Context: an optimization exercise on an open-source flow, tuned for small area, a short achievable clock period and few clock cycles. The choices shown serve that exercise and are no tape-out recipe.
The RTL was checked by simulation tests, not by an equivalence proof against the original design.
Power figures rest on the tool's default switching activity, not on a simulated workload.

==> inputs of 03-13 <==
==> flow/design.v <==
  typedef enum logic [3:0] {
    resetState,
    fetch,
    decode,
    executeReg,
    executeImmSigned,
    executeImmZero,
    aluWriteBack,
    loadRead,
    loadWriteBack,
    storeRead,
    storeWrite,
    branchRead,
    branchDone,
    jumpDone
  } cpuState;
  typedef enum logic [1:0] {classJumpNop, classReg, classBranch, classImm} opClass;
  typedef enum logic [3:0] {
    aluAdd = 4'd2,
    aluSub = 4'd3,
    aluOr  = 4'd4,
    aluAnd = 4'd5,
    aluXor = 4'd6,
    aluSlt = 4'd7
  } aluOp;
  localparam logic [3:0] codeJump   = 4'd1;
  localparam logic [3:0] codeBranch = 4'd0;
  localparam logic [3:0] codeLoad   = 4'd11;
  localparam logic [3:0] codeStore  = 4'd12;
  typedef enum logic [1:0] {srcBReg, srcBOne, srcBSignImm, srcBZeroImm} aluSrcBSel;
  typedef enum logic [1:0] {pcFromAlu, pcFromAluOut, pcFromJump} pcSourceSel;
`timescale 1ns/100ps
module pfxPg (
  input  logic a,
  input  logic b,
  output logic g,
  output logic p
);
  assign g = a & b;
  assign p = a ^ b;
endmodule
module pfxNode (
  input  logic gHi,
  input  logic tHi,
  input  logic gLo,
  input  logic tLo,
  output logic g,
  output logic t
);
  assign g = gHi | (tHi & gLo);
  assign t = tHi & tLo;
endmodule
module pfxCarry (
  input  logic gHi,
  input  logic tHi,
  input  logic gLo,
  output logic g
);
  assign g = gHi | (tHi & gLo);
endmodule
module prefixAdd #(
  parameter int N = 32
) (
  input  logic [N-1:0] a,
  input  logic [N-1:0] b,
  input  logic         cin,
  output logic [N-1:0] sum,
  output logic [N-1:0] cout
);
  localparam int L = (N >= 32) ? 6 : (N >= 16) ? 5 : (N >= 8) ? 4 : (N >= 4) ? 3 : (N >= 2) ? 2 : 1;
  logic [N-1:0] p, g0;
  logic [N:0]   g [L+1];
  logic [N:0]   t [L+1];
  for (genvar i = 0; i < N; i++) begin : gPg
    pfxPg pg_i (.a (a[i]), .b (b[i]), .g (g0[i]), .p (p[i]));
  end
  assign g[0] = {g0, cin};
  assign t[0] = {p, 1'b0};
  for (genvar l = 0; l < L + 1; l++) begin : gLevel
    if (l < L) begin : gL
      for (genvar i = 0; i <= N; i++) begin : gBit
        if ((i >> l) & 1) begin : gComb
          localparam int J = ((i >> l) << l) - 1;
          if (J < (1 << l)) begin : gLast
            pfxCarry c_i (.gHi (g[l][i]), .tHi (t[l][i]), .gLo (g[l][J]), .g (g[l+1][i]));
            assign t[l+1][i] = 1'b0;
          end else begin : gMid
            pfxNode n_i (.gHi (g[l][i]), .tHi (t[l][i]), .gLo (g[l][J]), .tLo (t[l][J]),
                         .g (g[l+1][i]), .t (t[l+1][i]));
          end
        end else begin : gPass
          assign g[l+1][i] = g[l][i];
          assign t[l+1][i] = t[l][i];
        end
      end
    end
  end
  assign cout = g[L][N:1];
  assign sum  = p ^ g[L][N-1:0];
endmodule
module alu (
  input  logic [32-1:0] srcA,
  input  logic [32-1:0] srcB,
  input  logic [32-1:0] srcBx,
  input  logic                       sub,
  input  logic [1:0]                 logicSel,   
  input  logic                       isArith,    
  output logic [32-1:0] result
);
  localparam int W = 32;
  logic [W-1:0] sum, carries;
  logic         lt;
  prefixAdd #(.N(W)) add_i (
    .a    (srcA),
    .b    (srcBx),
    .cin  (sub),
    .sum  (sum),
    .cout (carries)
  );
  assign lt = (srcA[W-1] != srcB[W-1]) ? srcA[W-1] : sum[W-1];
  always_comb begin
    if (isArith) begin
      result = sum;
    end else begin
      case (logicSel)
        2'd0:    result = srcA | srcB;
        2'd1:    result = srcA & srcB;
        2'd2:    result = srcA ^ srcB;
        default: result = W'(lt);
      endcase
    end
  end
endmodule
module incDec #(
  parameter int N = 16
) (
  input  logic [N-1:0] a,
  output logic [N-1:0] inc,
  output logic [N-1:0] dec
);
  assign inc = a + N'(1);
  assign dec = a - N'(1);
endmodule
module selOr #(
  parameter int N = 32
) (
  input  logic [N-1:0] sel,
  input  logic [N-1:0] d,
  output logic         y
);
  assign y = |(sel & d);
endmodule
module fetchNext #(
  parameter int W = 32
) (
  input  logic              selTarget,   
  input  logic              immSign,     
  input  logic              loCarry,     
  input  logic [15:0]       lo,          
  input  logic [W-17:0]     hiSame,      
  input  logic [W-17:0]     hiInc,       
  input  logic [W-17:0]     hiDec,       
  input  logic [W-1:0]      other,       
  output logic [W-1:0]      target,
  output logic [W-1:0]      next
);
  logic [W-17:0] hi;
  always_comb begin
    case ({immSign, loCarry})
      2'b01:   hi = hiInc;
      2'b10:   hi = hiDec;
      default: hi = hiSame;
    endcase
  end
  assign target = {hi, lo};
  assign next   = selTarget ? target : other;
endmodule
module eqWord #(
  parameter int N = 32
) (
  input  logic [N-1:0] a,
  input  logic [N-1:0] b,
  output logic         eq
);
  assign eq = (a == b);
endmodule
`timescale 1ns/100ps
module multiCycleCpu (
  input  logic                              clk,
  input  logic                              reset,
  input  logic [32-1:0]        instr,
  input  logic [32-1:0]        dataReadData,
  output logic [32-1:0]        instrAddr,
  output logic [9-1:0]   dataAddr,
  output logic [32-1:0]        dataWriteData,
  output logic                              dataWrite
);
  localparam int W = 32;
  localparam int R = 32;
  logic [W-1:0] pc, pc1;
  logic [5:0]   fOp;
  logic [3:0]   fCode;
  logic         fAluOp, fRegOp, fBeq, fTaken;
  logic [4:0]   fRb;
  logic [15:0]  fLoSum, fLoCarry, pcHiInc, pcHiDec;
  logic [W-1:0] pcOther, pcNext;
  logic         selFetch;
  logic [W-1:0] fTarget;
  logic [W-1:0] ir, dAlt;
  logic         dValid, dReplay;
  logic         useAlt;
  logic [W-1:0] altPc;
  logic [3:0]   dCode;
  logic         dSub;
  logic         dRegOp, dImmOp, dZimm, dLoad, dStore, dBeq, dPredTaken;
  logic [4:0]   dRs, dRd, dRb;
  logic [R-1:0] dSelA, dSelB;
  logic [W-1:0] dSimm, dImmExt;
  logic [W-1:0] rfA, rfB, dA, dB;
  logic [W-1:0] eA, eBx, eAlt, eOpA, eOpB, eOpBx;
  logic         eWen, eLoad, eStore, eBeq, ePredTaken, eFwdA, eFwdB;
  logic         eSub, eArith;
  logic [1:0]   eLogicSel;
  logic [4:0]   eWaddr;
  logic [8:0]   eAddr;
  logic [W-1:0] aluResult;
  logic         eRedirect;
  logic [W-1:0] wData;
  logic         wWen;
  logic [4:0]   wWaddr;
  assign fOp    = instr[31:26];
  assign fCode  = instr[29:26];
  assign fAluOp = (fCode >= 4'd2) && (fCode <= 4'd7);
  assign fRegOp = (fOp[5:4] == 2'b01);
  assign fRb    = fRegOp ? instr[15:11] : instr[25:21];
  assign fBeq   = (fOp == 6'h20);
  assign fTaken = (fOp == 6'h01) || (fBeq && (instr[15] || (instr[25:21] == instr[20:16])));
  assign pc1 = pc + W'(1);
  prefixAdd #(.N(16)) fLo_i (
    .a (pc[15:0]), .b (instr[15:0]), .cin (1'b1), .sum (fLoSum), .cout (fLoCarry)
  );
  incDec #(.N(16)) pcHi_i (.a (pc[W-1:16]), .inc (pcHiInc), .dec (pcHiDec));
  assign pcOther  = reset ? '0 : (useAlt ? altPc : pc1);
  assign selFetch = fTaken && !useAlt && !reset;
  fetchNext #(.W(W)) fetchNext_i (
    .selTarget (selFetch),
    .immSign   (instr[15]),
    .loCarry   (fLoCarry[15]),
    .lo        (fLoSum),
    .hiSame    (pc[W-1:16]),
    .hiInc     (pcHiInc),
    .hiDec     (pcHiDec),
    .other     (pcOther),
    .target    (fTarget),
    .next      (pcNext)
  );
  always_ff @(posedge clk) begin
    ir     <= instr;
    dRegOp <= fRegOp && fAluOp;
    dImmOp <= (fOp[5:4] == 2'b11) && fAluOp;
    dZimm  <= (fCode >= 4'd4) && (fCode <= 4'd6);
    dLoad  <= (fOp == 6'h3B);
    dStore <= (fOp == 6'h3C);
    dBeq   <= fBeq;
    dPredTaken <= fTaken;
    dRb    <= fRb;
    dAlt   <= fTaken ? pc1 : (fBeq ? fTarget : pc);
  end
  assign dCode   = ir[29:26];
  assign dSub    = (dCode == 4'd3) || (dCode == 4'd7);
  assign dRd     = ir[25:21];
  assign dRs     = ir[20:16];
  always_comb begin
    for (int i = 0; i < R; i++) begin
      dSelA[i] = (dRs == 5'(i));
      dSelB[i] = (dRb == 5'(i));
    end
  end
  assign dSimm   = {{(W-16){ir[15]}}, ir[15:0]};
  assign dImmExt = dZimm ? {{(W-16){1'b0}}, ir[15:0]} : dSimm;
  assign dReplay = dValid && dStore && eWen && (eWaddr == dRd);
  logic [W-1:0] regs [R];
  logic [R-1:0] regValid, rdSelA, rdSelB;
  assign rdSelA = dSelA & regValid;
  assign rdSelB = dSelB & regValid;
  for (genvar b = 0; b < W; b++) begin : gRead
    logic [R-1:0] column;
    for (genvar i = 0; i < R; i++) begin : gCol
      assign column[i] = regs[i][b];
    end
    selOr #(.N(R)) readA_i (.sel (rdSelA), .d (column), .y (rfA[b]));
    selOr #(.N(R)) readB_i (.sel (rdSelB), .d (column), .y (rfB[b]));
  end
  always_ff @(posedge clk) begin
    if (reset) begin
      regValid <= '0;
    end else if (wWen) begin
      regValid[wWaddr] <= 1'b1;
    end
  end
  always_ff @(posedge clk) begin
    if (wWen) begin
      regs[wWaddr] <= wData;
    end
  end
  assign dA = (wWen && (wWaddr == dRs)) ? wData : rfA;
  assign dB = (wWen && (wWaddr == dRb)) ? wData : rfB;
  assign eOpA = eFwdA ? wData : eA;
  assign eOpB = eFwdB ? wData : (eBx ^ {W{eSub}});
  assign eOpBx = eFwdB ? (wData ^ {W{eSub}}) : eBx;
  alu alu_i (
    .srcA     (eOpA),
    .srcB     (eOpB),
    .srcBx    (eOpBx),
    .sub      (eSub),
    .logicSel (eLogicSel),
    .isArith  (eArith),
    .result   (aluResult)
  );
  logic eqAB, eqWB, eqAW, eEqual;
  eqWord #(.N(W)) eqAB_i (.a (eA),    .b (eBx),   .eq (eqAB));
  eqWord #(.N(W)) eqWB_i (.a (wData), .b (eBx),   .eq (eqWB));
  eqWord #(.N(W)) eqAW_i (.a (eA),    .b (wData), .eq (eqAW));
  always_comb begin
    case ({eFwdA, eFwdB})
      2'b00:   eEqual = eqAB;
      2'b01:   eEqual = eqAW;
      2'b10:   eEqual = eqWB;
      default: eEqual = 1'b1;
    endcase
  end
  assign eRedirect = eBeq && (eEqual != ePredTaken);
  assign useAlt = eRedirect || dReplay;
  assign altPc  = eRedirect ? eAlt : dAlt;
  always_ff @(posedge clk) begin
    pc <= pcNext;
  end
  always_ff @(posedge clk) begin
    if (reset) begin
      dValid <= 1'b0;
    end else begin
      dValid <= !useAlt;
    end
  end
  always_ff @(posedge clk) begin
    if (reset || eRedirect || !dValid || dReplay) begin
      eWen   <= 1'b0;
      eStore <= 1'b0;
      eBeq   <= 1'b0;
    end else begin
      eWen   <= dRegOp || dImmOp || dLoad;
      eStore <= dStore;
      eBeq   <= dBeq;
    end
  end
  always_ff @(posedge clk) begin
    eA         <= dA;
    eBx        <= (dImmOp ? dImmExt : dB) ^ {W{dSub}};
    eFwdA      <= eWen && (eWaddr == dRs);
    eFwdB      <= eWen && (eWaddr == dRb) && !dImmOp;
    eAlt       <= dAlt;
    ePredTaken <= dPredTaken;
    eLoad      <= dLoad;
    eSub       <= dSub;
    eArith     <= (dCode == 4'd2) || (dCode == 4'd3);
    eLogicSel  <= dCode[1:0];
    eWaddr     <= dRd;
    eAddr      <= ir[8:0];
  end
  always_ff @(posedge clk) begin
    if (reset) begin
      wWen <= 1'b0;
    end else begin
      wWen <= eWen;
    end
    wWaddr <= eWaddr;
    wData  <= eLoad ? dataReadData : aluResult;
  end
  assign instrAddr     = pc;
  assign dataAddr      = eAddr;
  assign dataWriteData = eBx;
  assign dataWrite     = eStore;
endmodule
==> flow/run.sh <==
#!/bin/bash
# synth_recipe.tcl (not shown) runs the flow's synth.tcl, then flattens the netlist and writes it again
# the make line also repeats each setting of config.mk as NAME=value (left out here)
make -C /OpenROAD-flow-scripts/flow DESIGN_CONFIG=/design/flow/config.mk WORK_HOME=/design/flow/orfs CLKGATE_MAP_FILE= SYNTH_SCRIPT=/design/flow/synth_recipe.tcl finish
==> flow/config.mk <==
export PLATFORM = sky130hd
export DESIGN_NAME = multiCycleCpu
export DESIGN_NICKNAME = multiCycleCpu
export VERILOG_FILES = /design/flow/design.v
export SDC_FILE = /design/flow/constraint.sdc
export NUM_CORES = 4
export LEC_CHECK = 0
export CAP_MARGIN = 20
export CORE_MARGIN = 2
export CORE_UTILIZATION = 40
export SETUP_SLACK_MARGIN = 4.6
export SLEW_MARGIN = 20
export SYNTH_HIERARCHICAL = 1
export SYNTH_MINIMUM_KEEP_SIZE = 0
==> flow/constraint.sdc <==
create_clock -name core_clock -period 8.0 [get_ports {clk}]
set_input_delay 1.6000 -clock core_clock [delete_from_list [all_inputs] [get_ports {clk}]]
set_output_delay 1.6000 -clock core_clock [all_outputs]
set_load 0.01 [all_outputs]
==> 04-28: changes against 03-13 <==
--- a/flow/config.mk
+++ b/flow/config.mk
@@ -9,4 +9,6 @@
 export CORE_MARGIN = 2
-export CORE_UTILIZATION = 40
-export SETUP_SLACK_MARGIN = 4.6
+export CORE_UTILIZATION = 55
+export CTS_CLUSTER_DIAMETER = 60
+export CTS_CLUSTER_SIZE = 24
+export SETUP_SLACK_MARGIN = 4.8
 export SLEW_MARGIN = 20
==> 02-15: changes against 03-13 <==
--- a/flow/config.mk
+++ b/flow/config.mk
@@ -9,3 +9,5 @@
 export CORE_MARGIN = 2
-export CORE_UTILIZATION = 40
+export CORE_UTILIZATION = 50
+export CTS_CLUSTER_DIAMETER = 60
+export CTS_CLUSTER_SIZE = 24
 export SETUP_SLACK_MARGIN = 4.6
==> 12-17: changes against 03-13 <==
--- a/flow/config.mk
+++ b/flow/config.mk
@@ -9,3 +9,5 @@
 export CORE_MARGIN = 2
-export CORE_UTILIZATION = 40
+export CORE_UTILIZATION = 65
+export CTS_CLUSTER_DIAMETER = 60
+export CTS_CLUSTER_SIZE = 24
 export SETUP_SLACK_MARGIN = 4.6
==> summary of the runs <==
Synthesized cell count is the same in 04-28 and 02-15. Fmax: 12-17 is smaller than 04-28 (2.7%). Worst setup slack: 12-17 < 03-13 < 02-15 < 04-28. Between 12-17 and 04-28, the lower hold slack is in 12-17 (gap 0.0082 ns). Against 04-28, the sequential share of layout area of 03-13 is higher by 0.19 points. Between 12-17 and 03-13, the lower combinational power is in 03-13 (gap 3.5%, measured against 03-13). In 12-17 the register-to-register slack is lower than in 03-13, by 0.02 ns. Of 02-15 and 12-17, 02-15 has the higher critical path depth (gap 1). Via count: 04-28 is larger than 12-17 (1.5%). 12-17 went through all stages and came out clean. 04-28 completed with no timing, DRC or antenna violations. 03-13 finished with timing, DRC and antenna clean. 02-15 went through all stages and came out clean. Clock skew: 02-15 > 04-28 > 03-13 > 12-17. First-iteration DRC count, highest first: 12-17, 04-28, 03-13, 02-15.
Testbench counts of 03-13, summed over its fixed seeds: cycles 12,958.
Testbench counts of 04-28, summed over its fixed seeds: cycles 12,958.
Testbench counts of 02-15, summed over its fixed seeds: cycles 12,958.
Testbench counts of 12-17, summed over its fixed seeds: cycles 12,958.

what the ideal ports hide:
The results above use ideal ports. As a check the final layouts listed here were re-extracted and re-timed, cells and wires unchanged. Step 1 assumes that a clkbuf_16 drives the clock port and a buf_2 every other input. Step 2 moves the port delays by t, midway between the first and last clock arrival at a register: inputs arrive t later, outputs are due t later. That takes back most of the time a late clock gives input paths. Slacks: no drivers / after step 1 / after step 2; pairs: no drivers / after step 1.
run | t, ns | slack for setup (ns) | latest minus earliest clock arrival (ns)
03-13 | 0.842 | 4.555 / 4.559 / 3.765 | 0.036 / 0.036
04-28 | 0.805 | 4.594 / 4.635 / 3.829 | 0.039 / 0.039
02-15 | 0.839 | 4.569 / 4.553 / 3.798 | 0.051 / 0.051
12-17 | 0.782 | 4.498 / 4.535 / 3.752 | 0.030 / 0.029
After both steps every run listed still meets setup and hold. For 03-13, which loses most, drivers alone change the setup slack by +0.004 ns; drivers and shift together by -0.790 ns.
